What follows belongs to an exercise in optimizing a design on an open flow for small area, a short achievable clock period and few clock cycles per item; a production flow would make more cautious choices. Function was checked by simulation only, so behaviour that the tests miss may differ from the original. No activity file was given, so power comes from the tool's default toggle rates.

## the baseline
Design conv2d_stream, start of the top module:
module conv2d_stream #(
    parameter int DATA_W = 8,
    parameter int COEF_W = 8,
    parameter int IMG_W  = 8,
    parameter int IMG_H  = 8,
    parameter int ACC_W  = 20,
    parameter int SHIFT  = 4,
    parameter int OUT_W  = 16
) (
    input  logic              clk,
    input  logic              in_st,
    input  logic              coef_we,
    input  logic [3:0]        coef_addr,
    input  logic [COEF_W-1:0] coef_din,
    input  logic              pix_valid,
    output logic              pix_ready,
    input  logic [DATA_W-1:0] pix_din,
    output logic [OUT_W-1:0]  dout,
    output logic              out_st,
    input  logic              out_ready,
    output logic              frame_done
);
    localparam logic [71:0] K_DEF = 72'h01_02_01_02_04_02_01_02_01;
    localparam int NQ  = 5;           
    localparam int CAP = NQ + 1;         
    localparam int NS  = 4;           
    localparam int CW  = $clog2(CAP + 1);
    localparam int QW  = (NQ > 1) ? $clog2(NQ) : 1;
    logic [2:0]   col_q, row_q;
    logic         ready_q;
    logic [CW-1:0] cnt_q, cnt_d;
    logic         accept, win, lastpix, pop;
    logic [18:0][7:0] sr_q;
    logic [8:0][7:0]  coef_q;
    logic [NS-1:0] v_q, l_q;   
    assign pix_ready = ready_q;
    assign accept    = pix_valid && ready_q;
    assign win       = (row_q >= 3'd2) && (col_q >= 3'd2);
    assign lastpix   = (row_q == 3'd7) && (col_q == 3'd7);
    always_comb begin
        cnt_d = cnt_q;
  ...
Size: about 2,900 cells after synthesis, ~0.036 sq mm of cells after synthesis.
Settings: LEC_CHECK=0, CAP_MARGIN=20, CORE_MARGIN=2, CORE_UTILIZATION=60, PLACE_DENSITY=0.7, SETUP_SLACK_MARGIN=4.0, SLEW_MARGIN=20; clock period 6.5 ns.
run.sh (not shown) runs the stock make flow with config.mk's settings and CLKGATE_MAP_FILE= SYNTH_SCRIPT=/design/flow/synth_recipe.tcl, a recipe that flattens the netlist after the stock synthesis.
The baseline completed every stage of the flow, and the final layout passed the timing, DRC and antenna checks.
Testbench counts of the baseline, summed over its fixed seeds: cycles 16,544, items 9,216.
--- input diff the baseline..the candidate ---
Settings: CORE_UTILIZATION changed from 60 to 40; PLACE_DENSITY removed (was 0.7).
### Flow results
In the candidate relative to the baseline, total power had gone up slightly. Routed wirelength normalized by instance count for the candidate is lower than for the baseline. Diff the baseline -> the candidate: die area picked up an extra 49%, final standard cell area without fillers picked up an extra about 2%. Diff the baseline -> the candidate: clock transition at the registers of the reported paths neither gained nor lost much; global-route usage lower; area growth from synthesis to layout saw an increase; total routed wirelength now smaller. Switching share of power ends up lower on the candidate.

conv2d_stream, a different RTL version from the one above (not shown whole).
Size: roughly 44 I/O pins, roughly 0.032 mm2 of cells after synthesis.
Design conv2d_stream, start of the top module:
module conv2d_stream #(
    parameter int DATA_W = 8,
    parameter int COEF_W = 8,
    parameter int IMG_W  = 8,
    parameter int IMG_H  = 8,
    parameter int ACC_W  = 20,
    parameter int SHIFT  = 4,
    parameter int OUT_W  = 16
) (
    input  logic              clk,
    input  logic              in_st,
    input  logic              coef_we,
    input  logic [3:0]        coef_addr,
    input  logic [COEF_W-1:0] coef_din,
    input  logic              pix_valid,
    output logic              pix_ready,
    input  logic [DATA_W-1:0] pix_din,
    output logic [OUT_W-1:0]  dout,
    output logic              out_st,
    input  logic              out_ready,
    output logic              frame_done
);
    localparam logic [71:0] K_DEF = 72'h01_02_01_02_04_02_01_02_01;
    localparam int NQ  = 4;           
    localparam int CAP = NQ + 1;         
    localparam int NS  = 4;           
    localparam int CW  = $clog2(CAP + 1);
    localparam int QW  = (NQ > 1) ? $clog2(NQ) : 1;
    logic [2:0]   col_q, row_q;
    logic         ready_q;
    logic [CW-1:0] cnt_q, cnt_d;
    logic         accept, win, lastpix, pop;
    logic [17:0][7:0] sr_q;
    logic [8:0][7:0]  coef_q;
    logic [2:0] v_q, l_q;   
    assign pix_ready = ready_q;
    assign accept    = pix_valid && ready_q;
  ...
==> flow/config.mk <==
export PLATFORM = sky130hd
export DESIGN_NAME = conv2d_stream
export DESIGN_NICKNAME = conv2d_stream
export VERILOG_FILES = /design/flow/design.v
export SDC_FILE = /design/flow/constraint.sdc
export NUM_CORES = 4
export LEC_CHECK = 0
export ABC_CLOCK_PERIOD_IN_PS = 2500
export CAP_MARGIN = 20
export CORE_MARGIN = 2
export CORE_UTILIZATION = 60
export PLACE_DENSITY = 0.7
export SETUP_SLACK_MARGIN = 4.0
export SLEW_MARGIN = 20
==> flow/constraint.sdc <==
create_clock -name core_clock -period 6.5 [get_ports {clk}]
set_input_delay 1.3000 -clock core_clock [delete_from_list [all_inputs] [get_ports {clk}]]
set_output_delay 1.3000 -clock core_clock [all_outputs]
set_load 0.01 [all_outputs]
standard.sh (not shown) runs the stock make flow with config.mk's settings and CLKGATE_MAP_FILE= SYNTH_SCRIPT=/design/flow/synth_recipe.tcl, a recipe that flattens the netlist after the stock synthesis.
==> flow/flow/run.sh <==
#!/bin/bash
# Standard ORFS layout, with one netlist step between synthesis and floorplan:
# flow/polfix.py re-chooses full-adder and AND/NAND polarities to drop inverters.
set -euo pipefail
R=orfs/results/${FLOW_PLATFORM:-sky130hd}/conv2d_stream/base
bash standard.sh synth > synth.log 2>&1
cp $R/1_2_yosys.v $R/1_2_yosys.orig.v
python3 flow/polfix.py $R/1_2_yosys.orig.v $R/1_2_yosys.pf.v > polfix.log 2>&1
cp $R/1_2_yosys.pf.v $R/1_2_yosys.v
touch $R/1_2_yosys.v
bash standard.sh finish > finish.log 2>&1
grep -c polinv_ $R/1_2_yosys.v >> polfix.log || true
Other scripts of this flow, unchanged in this note and not shown: flow/flow/polfix.py
The baseline ran to the end with no violations.
Testbench counts at the start, summed over its fixed seeds: cycles 16,512, items 9,216.
==> next run, changes <==
ABC_CLOCK_PERIOD_IN_PS = not set   (was 2500)
The new run produced a clean layout.
Hold slack stays the same.
Clock skew stays the same.
Clock-buffer cell count stays the same.
Routed wire length is unchanged.
Worst setup slack is unchanged.
Sequential power is about the same.
Total power does not change.
Sequential cell count is unchanged.
==> next run, changes <==
CTS_CLUSTER_DIAMETER = 100   (was not set)
CTS_CLUSTER_SIZE = 24   (was not set)
SETUP_SLACK_MARGIN = 4.3   (was 4.0)
What happened:
- total power drops by about 12%
- clock skew drops by 0.026 ns
- critical path depth does not change
- fmax is about the same
- via count is about the same
- routed wire length climbs by about 4%

-- separate check: timing with driven ports --
The results above use ideal ports. As a check the final layouts listed here were re-extracted and re-timed, cells and wires unchanged. Step 1 assumes that a clkbuf_16 drives the clock port and a buf_2 every other input. Step 2 adds t to the input delays and takes it off the output delays; t is the mean of the earliest and latest rising clock arrival at the registers after step 1. Input paths then give back, and output paths get back, about the clock's delay inside the block. Slacks: ideal / step 1 / step 2; pairs: ideal / step 1.
run	shift t [ns]	setup slack, ns	slew at the worst register clock pin (ns)
the baseline	0.668	3.797 / 3.797 / 3.262	0.07 / 0.07
the candidate	0.692	3.738 / 3.738 / 3.376	0.07 / 0.07
the first run of note 2	0.702	3.950 / 3.950 / 3.331	0.07 / 0.07
the second run of note 2	0.702	3.950 / 3.950 / 3.331	0.07 / 0.07
the third run of note 2	0.695	3.943 / 3.943 / 3.418	0.11 / 0.11
After both steps every run listed still meets setup and hold.
